This is an optimization exercise on Yosys and OpenROAD, whose aim is small area, a short achievable clock period and few clock cycles, not a production implementation. In this exercise RTL edits were held to simulation tests only and were not proved equivalent to the original.

==> design/flow/design.v <==
package smme_pkg;
    localparam int unsigned FIELD_W = 32;
    localparam int unsigned ROW_W   = 5;
    typedef struct packed {
        logic [FIELD_W-1:0] base;
        logic [FIELD_W-1:0] expo;
        logic [FIELD_W-1:0] modulus;
        logic [5:0]         top;
        logic               empty;
    } t_job;
endpackage
import smme_pkg::*;
module smme_mulmod #(
    parameter int unsigned MOD_WIDTH = 32
) (
    input  logic               i_clk,
    input  logic               i_rst_n,
    input  logic               i_start,
    input  logic [FIELD_W-1:0] i_a,
    input  logic [FIELD_W-1:0] i_b,
    input  logic [FIELD_W-1:0] i_m,
    output logic               o_done,
    output logic [FIELD_W-1:0] o_r
);
    localparam int unsigned PW = 2 * FIELD_W;
    logic [PW-1:0]      r_prod;
    logic [FIELD_W:0]   r_rem;
    logic [FIELD_W-1:0] r_m;
    logic [6:0]         r_cnt;
    logic               r_busy;
    logic [FIELD_W:0]   w_sh;
    logic [FIELD_W-1:0] w_mask;
    always_comb begin
        w_mask = '0;
        for (int k = 0; k < MOD_WIDTH; k++) w_mask[k] = 1'b1;
        w_sh = {r_rem[FIELD_W-1:0], r_prod[PW-1]};
    end
    assign o_r = r_rem[FIELD_W-1:0];
    always_ff @(posedge i_clk) begin
        if (!i_rst_n) begin
            r_busy <= 1'b0;
            o_done <= 1'b0;
        end else begin
            o_done <= 1'b0;
            if (i_start) begin
                r_busy <= 1'b1;
                r_m    <= i_m;
                r_prod <= PW'(i_a) * PW'(i_b);
                r_rem  <= '0;
                r_cnt  <= 7'(PW);
            end else if (r_busy) begin
                if (r_m == '0) begin
                    r_rem  <= {1'b0, r_prod[FIELD_W-1:0] & w_mask};
                    r_busy <= 1'b0;
                    o_done <= 1'b1;
                end else if (r_cnt == '0) begin
                    r_busy <= 1'b0;
                    o_done <= 1'b1;
                end else begin
                    r_prod <= {r_prod[PW-2:0], 1'b0};
                    r_cnt  <= r_cnt - 7'd1;
                    if (w_sh >= {1'b0, r_m}) r_rem <= w_sh - {1'b0, r_m};
                    else                     r_rem <= w_sh;
                end
            end
        end
    end
endmodule
import smme_pkg::*;
module smme_front #(
    parameter int unsigned EXP_WIDTH = 32,
    parameter int unsigned MOD_WIDTH = 32
) (
    input  logic                 i_clk,
    input  logic                 i_rst_n,
    input  logic                 i_valid,
    output logic                 o_ready,
    input  logic [FIELD_W-1:0]   i_base,
    input  logic [FIELD_W-1:0]   i_expo,
    input  logic [FIELD_W-1:0]   i_modulus,
    output logic                 o_job_valid,
    input  logic                 i_job_take,
    output smme_pkg::t_job               o_job
);
    localparam int unsigned EW = (EXP_WIDTH < FIELD_W) ? EXP_WIDTH : FIELD_W;
    smme_pkg::t_job       r_q0;
    smme_pkg::t_job       r_q1;
    logic [1:0] r_cnt;
    logic       r_rd;
    logic       r_wr;
    logic [FIELD_W-1:0] w_expo;
    logic [FIELD_W-1:0] w_mod;
    logic [5:0]         w_top;
    smme_pkg::t_job               w_job;
    logic               w_push;
    always_comb begin
        w_expo = i_expo;
        w_mod  = i_modulus;
        for (int k = EW; k < FIELD_W; k++) w_expo[k] = 1'b0;
        for (int k = MOD_WIDTH; k < FIELD_W; k++) w_mod[k] = 1'b0;
        w_top = '0;
        for (int k = 0; k < FIELD_W; k++) begin
            if (w_expo[k]) w_top = 6'(k);
        end
        w_job.base    = i_base;
        w_job.expo    = w_expo;
        w_job.modulus = w_mod;
        w_job.top     = w_top;
        w_job.empty   = (w_expo == '0);
    end
    assign o_ready     = (r_cnt != 2'd2);
    assign w_push      = i_valid && o_ready;
    assign o_job_valid = (r_cnt != 2'd0);
    assign o_job       = r_rd ? r_q1 : r_q0;
    always_ff @(posedge i_clk) begin
        if (w_push && !r_wr) r_q0 <= w_job;
        if (w_push &&  r_wr) r_q1 <= w_job;
        if (!i_rst_n) begin
            r_cnt <= '0;
            r_rd  <= 1'b0;
            r_wr  <= 1'b0;
        end else begin
            if (w_push) r_wr <= ~r_wr;
            if (i_job_take && o_job_valid) r_rd <= ~r_rd;
            r_cnt <= r_cnt + 2'(w_push) - 2'(i_job_take && o_job_valid);
        end
    end
endmodule
import smme_pkg::*;
module smme_back #(
    parameter int unsigned MOD_WIDTH = 32
) (
    input  logic               i_clk,
    input  logic               i_rst_n,
    input  logic               i_job_valid,
    output logic               o_job_take,
    input  smme_pkg::t_job             i_job,
    output logic               o_valid,
    input  logic               i_ready,
    output logic               o_bit,
    output logic [FIELD_W-1:0] o_sq,
    output logic [FIELD_W-1:0] o_val,
    output logic [ROW_W-1:0]   o_row,
    output logic               o_empty,
    output logic               o_last
);
    typedef enum logic [5:0] {
        S_IDLE = 6'b000001,
        S_RED  = 6'b000010,
        S_SQ   = 6'b000100,
        S_MUL  = 6'b001000,
        S_OUT  = 6'b010000,
        S_WAIT = 6'b100000
    } t_state;
    t_state             r_st;
    smme_pkg::t_job               r_job;
    logic [FIELD_W-1:0] r_b;
    logic [FIELD_W-1:0] r_val;
    logic [FIELD_W-1:0] r_sq;
    logic [5:0]         r_pos;
    logic [ROW_W-1:0]   r_row;
    logic               r_go;
    logic               w_start;
    logic [FIELD_W-1:0] w_a;
    logic [FIELD_W-1:0] w_bb;
    logic               w_done;
    logic [FIELD_W-1:0] w_r;
    logic               w_bit;
    assign w_bit = r_job.expo[r_pos[4:0]];
    smme_mulmod #(.MOD_WIDTH(MOD_WIDTH)) u_mm (
        .i_clk(i_clk), .i_rst_n(i_rst_n), .i_start(w_start),
        .i_a(w_a), .i_b(w_bb), .i_m(r_job.modulus), .o_done(w_done), .o_r(w_r)
    );
    assign o_job_take = (r_st == S_IDLE) && i_job_valid;
    always_comb begin
        w_a     = r_val;
        w_bb    = r_val;
        case (r_st)
            S_IDLE: ;
            S_RED:  begin w_a = r_job.base; w_bb = FIELD_W'(1); end
            S_SQ:   ;
            S_MUL:  begin w_a = r_sq; w_bb = r_b; end
            S_OUT:  ;
            S_WAIT: ;
            default: ;
        endcase
    end
    assign w_start = r_go;
    always_ff @(posedge i_clk) begin
        if (!i_rst_n) begin
            r_st    <= S_IDLE;
            o_valid <= 1'b0;
            r_go    <= 1'b0;
        end else begin
            r_go <= 1'b0;
            if (o_valid && i_ready) o_valid <= 1'b0;
            case (r_st)
                S_IDLE: begin
                    if (i_job_valid) begin
                        r_job   <= i_job;
                        r_pos   <= i_job.top;
                        r_row   <= '0;
                        if (i_job.empty) begin
                            r_st <= S_OUT;
                        end else begin
                            r_st <= S_RED;
                            r_go <= 1'b1;
                        end
                    end
                end
                S_RED: begin
                    if (w_done) begin
                        r_b   <= w_r;
                        r_val <= w_r;
                        r_sq  <= FIELD_W'(1);
                        r_st  <= S_OUT;
                    end
                end
                S_SQ: begin
                    if (w_done) begin
                        r_sq <= w_r;
                        if (w_bit) begin
                            r_st <= S_MUL;
                            r_go <= 1'b1;
                        end else begin
                            r_val <= w_r;
                            r_st  <= S_OUT;
                        end
                    end
                end
                S_MUL: begin
                    if (w_done) begin
                        r_val <= w_r;
                        r_st  <= S_OUT;
                    end
                end
                S_OUT: begin
                    if (!o_valid || i_ready) begin
                        o_valid <= 1'b1;
                        o_empty <= r_job.empty;
                        o_last  <= r_job.empty || (r_pos == '0);
                        o_bit   <= r_job.empty ? 1'b0 : w_bit;
                        o_sq    <= r_job.empty ? '0 : r_sq;
                        o_val   <= r_job.empty ? '0 : r_val;
                        o_row   <= r_job.empty ? '0 : r_row;
                        if (r_job.empty || r_pos == '0) begin
                            r_st <= S_IDLE;
                        end else begin
                            r_pos <= r_pos - 6'd1;
                            r_row <= r_row + ROW_W'(1);
                            r_st  <= S_SQ;
                            r_go  <= 1'b1;
                        end
                    end
                end
                S_WAIT: r_st <= S_IDLE;
                default: r_st <= S_IDLE;
            endcase
        end
    end
endmodule
import smme_pkg::*;
module square_multiply_modexp_trace #(
    parameter int unsigned EXP_WIDTH = 32,
    parameter int unsigned MOD_WIDTH = 32
) (
    input  logic         i_clk,
    input  logic         i_rst_n,
    input  logic         s_axis_tvalid,
    output logic         s_axis_tready,
    input  logic [95:0]  s_axis_tdata,
    output logic         m_axis_tvalid,
    input  logic         m_axis_tready,
    output logic [71:0]  m_axis_tdata,
    output logic         m_axis_tuser,
    output logic         m_axis_tlast
);
    logic               w_jv;
    logic               w_take;
    smme_pkg::t_job               w_job;
    logic               w_bit;
    logic [FIELD_W-1:0] w_sq;
    logic [FIELD_W-1:0] w_val;
    logic [ROW_W-1:0]   w_row;
    smme_front #(.EXP_WIDTH(EXP_WIDTH), .MOD_WIDTH(MOD_WIDTH)) u_front (
        .i_clk(i_clk), .i_rst_n(i_rst_n),
        .i_valid(s_axis_tvalid), .o_ready(s_axis_tready),
        .i_base(s_axis_tdata[31:0]), .i_expo(s_axis_tdata[63:32]),
        .i_modulus(s_axis_tdata[95:64]),
        .o_job_valid(w_jv), .i_job_take(w_take), .o_job(w_job)
    );
    smme_back #(.MOD_WIDTH(MOD_WIDTH)) u_back (
        .i_clk(i_clk), .i_rst_n(i_rst_n),
        .i_job_valid(w_jv), .o_job_take(w_take), .i_job(w_job),
        .o_valid(m_axis_tvalid), .i_ready(m_axis_tready),
        .o_bit(w_bit), .o_sq(w_sq), .o_val(w_val), .o_row(w_row),
        .o_empty(m_axis_tuser), .o_last(m_axis_tlast)
    );
    assign m_axis_tdata = {2'b00, w_row, w_val, w_sq, w_bit};
endmodule
==> design/flow/run.sh <==
#!/bin/bash
# synth_recipe.tcl (not shown) runs the flow's synth.tcl, then flattens the netlist and writes it again
# the make line also repeats each setting of config.mk as NAME=value (left out here)
make -C /OpenROAD-flow-scripts/flow DESIGN_CONFIG=/design/flow/config.mk WORK_HOME=/design/flow/orfs CLKGATE_MAP_FILE= SYNTH_SCRIPT=/design/flow/synth_recipe.tcl finish
==> design/flow/config.mk <==
export PLATFORM = sky130hd
export DESIGN_NAME = square_multiply_modexp_trace
export DESIGN_NICKNAME = square_multiply_modexp_trace
export VERILOG_FILES = /design/flow/design.v
export SDC_FILE = /design/flow/constraint.sdc
export NUM_CORES = 4
export LEC_CHECK = 0
export CAP_MARGIN = 20
export CORE_MARGIN = 2
export CORE_UTILIZATION = 40
export SLEW_MARGIN = 20
==> design/flow/constraint.sdc <==
create_clock -name core_clock -period 11.0 [get_ports {i_clk}]
set_input_delay 2.2000 -clock core_clock [delete_from_list [all_inputs] [get_ports {i_clk}]]
set_output_delay 2.2000 -clock core_clock [all_outputs]
set_load 0.01 [all_outputs]
==> summary.txt <==
outcome=no timing/DRC/antenna violations; met3 GRT Util=0.0652; Mapped Area=58,000 um^2; Ys Warns=3; worst-case reg-to-reg path depth=27; Final Net Count=6,822; Clock Latency Late Sink=0.69 ns; crit start category=register; Slowest cell on crit path=a221o_1; global route hottest layer=met2; Synth Instances=5,335; Starting DRT DRC Count=4,191; Arr. time, crit path=10.83 ns; GRT Util Overall=0.270; most common flop cell mapped by yosys=edfxtp_1; post-route minimum period=10.45 ns; Sink Count=628; cts repair resizes=0; hold slack=0.416 ns; Num CTS Buffers=72; TNS Setup=0 ns; Starting Density=0.403; clk_skew=0.0696 ns; Fill cells=13,400; initial antenna violation count=10; syn_area_per_cell=10.9 um^2; Post-Synth Adder-Cell Area=0.375; WHS Path Cells=0; ys async rst share=0; remaining antenna violation count after routing=0; setup slack, reg-to-reg=0.55 ns; vias in the first global route=42,400; worst slew pin tran=1.16 ns; clk slew on worst S/H paths=0.06 ns; mux cell area share after synthesis=0.0336; Pre-Repair DR Iteration Count=5; area leader, netlist=edfxtp_1; total number of vias=40,700; Post-CTS Repair Setup Buffers=0; Port Buffers=173; endpoint type of the worst setup path=register; Worst slew margin=0.225; DIE WIDTH=385 um; clk buf depth=3; largest family of logic cells by synthesized area=adder cells; # rows=139; CTS HTree Levels=3; max_cap viols=0; Yosys reg bits=628; post-synthesis xor/xnor area fraction=0.0146; RSZ-0062 raised after global routing=no; post-detail-place hpwl=156,000 um; fin crit share=0.950; worst min path class=reg2reg; last weighted congestion value of the routability-driven placer=1.03; slowest stage delay, CP=0.85 ns; number of remaining DRC errors=0; core area=144,000 um^2; f_max=0.0957 GHz; # setup viols final=0; cell mode on critical path=fa_1; Root Driver=clkbuf_16; largest cells by area after synthesis=edfxtp_1, fa_1, ha_1, inv_1, nor2_1; diodes inserted=0; dpl cells=7,351; type of the worst setup path=reg2reg; met1 GRT Util=0.348; reg-to-reg endpoint=u_back.u_mm.r_prod[54]; met2 Track Usage GR=0.413; GR Overflow Total=0; Hold Path Sink=u_back.u_mm.r_m[20]; CP max FO=71; Synth Area in Simple Gates=0.113; largest net degree at the start of global routing=79; Slew Viols, Final=0; cts hold-fix bufs=0; Hold Fails Final Rpt=0; Unique masters post-synth=81; layout cells sized above 1=0.0989; Synth Area in Compound Gates=0.0655; Worst EP required=11.39 ns; area growth from synthesis to layout=12.7%; IO Count=176; global-route wire length before repair=289,000 um; fin cells=7,483; WL final=196,000 um; share of the synthesized area in the top cell type=0.318; WL per Instance=26.2 um; post-synthesis sequential area ratio=0.323; TritonCTS clock tree=done; DIE AREA=148,000 um^2; Post-synth EDFFs=615; RR Startpoint=u_back.r_st[4]; Worst Hold Launch=u_back.r_job[27]; drt via density=5.44; Die Y=385 um
## cell families after synthesis
group,Yosys count
flops,628
mux,164
buf+inv,1167
xor+xnor,97
fa+ha+maj,1199
compound gates,531
other cells,1
simple gates,1548
## metrics by stage
step / util / cell area [um^2] / setup WS, ns
after CTS: 0.454 / 65400 / 0.671
after global placement: 0.437 / 62900 / 0.824
after floorplan: - / 58000 / 1.91
after global routing: 0.455 / 65400 / 0.111
after detailed placement: 0.438 / 62900 / 0.713
final: 0.455 / 65400 / 0.551
## registers in the layout, summed over array words and instances, names as in the netlist, 2 cells and up
register	flops
u_front.r_q1	102
u_front.r_q0	102
u_back.r_b	32
u_front.r_cnt	2
u_back.r_row	5
u_back.r_sq	32
u_back.o_row	5
u_back.u_mm.r_rem	32
u_back.r_job	97
u_back.u_mm.r_m	32
u_back.u_mm.r_prod	64
u_back.o_val	32
u_back.r_val	32
u_back.u_mm.r_cnt	7
u_back.r_st	5
u_back.r_pos	6
u_back.o_sq	32
## critical path: cells and delay by family (launching register included)
kind	cells	cell delay, ns
fa+ha+maj	9	4.57
compound gates	5	2.11
simple gates	7	1.74
buf+inv	4	0.88
flops	1	0.37
mux	1	0.27
xor+xnor	1	0.13
## per-layer routing
layer,vias to the layer above,routed length (um)
li1,17400,-
met1,20800,76400
met2,1945,86500
met3,447,19000
met4,2,13800
met5,-,15
## synthesized netlist by cell type (22+ instances only)
master,instances
inv_1,907
fa_1,897
nor2_1,691
edfxtp_1,615
nand2_1,566
ha_1,302
clkbuf_1,223
a21oi_1,152
mux2_2,145
nor2b_1,78
a21o_1,75
o21ai_0,71
and2_1,65
xnor2_1,60
xor2_1,37
nand3_1,29
buf_1,25
a22oi_1,23
a22o_1,22
nor3_1,22
## cells in the final DEF (no fill, tap or decap), types with 14 or more instances in the layout
cell               n
o21bai_1          15
nand2_1          566
a21o_1            75
nor2b_1           78
and2_1            64
o21ai_0           69
nand4_1           19
clkdlybuf4s50_1  173
a211oi_1          15
xnor2_1           60
xor2_1            37
a22o_1            22
a22oi_1           17
clkbuf_1          16
mux2_2           145
nor4_1            16
o21a_1            16
nor2_1           687
a21oi_2           14
buf_4            195
ha_1             302
edfxtp_1         615
nor3_1            21
a221o_1           17
a221oi_2          14
clkinv_1          15
inv_1            906
a311oi_2          17
fa_1             897
clkbuf_16         72
a21oi_1          138
nand3_1           29
## layout make-up
class,count,area [um^2],share of cell area
clock inverters,43,566,0.00865
inverters,907,3400,0.0521
flip-flops and latches,628,18700,0.287
clock buffers,88,1860,0.0285
multi-input cells,3541,35100,0.537
repair buffers,373,3300,0.0504
well taps,1903,2380,0.0364
## worst max-delay path by stage
stage	start	to	slack, ns	cells past startpoint
detailed placement	u_back.r_st[4]	u_back.u_mm.r_prod[59]	0.71	31
CTS	u_back.r_st[4]	u_back.u_mm.r_prod[54]	0.67	27
global route	u_back.r_st[4]	u_back.u_mm.r_prod[54]	0.11	27
finish	u_back.r_st[4]	u_back.u_mm.r_prod[54]	0.55	27
floorplan	u_back.r_st[4]	u_back.u_mm.r_prod[59]	1.91	34
global placement	u_back.r_st[4]	u_back.u_mm.r_prod[59]	0.82	30
Testbench counts, summed over its fixed seeds: cycles 240,485.

## afterwards: timing with drivers on the ports
No port has a modelled driver above. Below, the same layout with a new extraction and two added sets of constraints. Step 1, drivers: a clkbuf_16 drives i_clk and a buf_2 each remaining input, both assumed. Step 2 moves the port delays by t, midway between the first and last clock arrival at a register: inputs arrive t later, outputs are due t later. That takes back most of the time a late clock gives input paths. Slacks: no drivers / after step 1 / after step 2; pairs: no drivers / after step 1.
t (ns): 0.722
setup slack, ns: 0.551 / 0.551 / 0.551
worst setup path at the end: register to register
worst data-port slew with drivers (ns): 0.11
After both steps setup and hold are still met in this run. For this run, drivers alone change the setup slack by 0.000 ns; drivers and shift together by 0.000 ns.
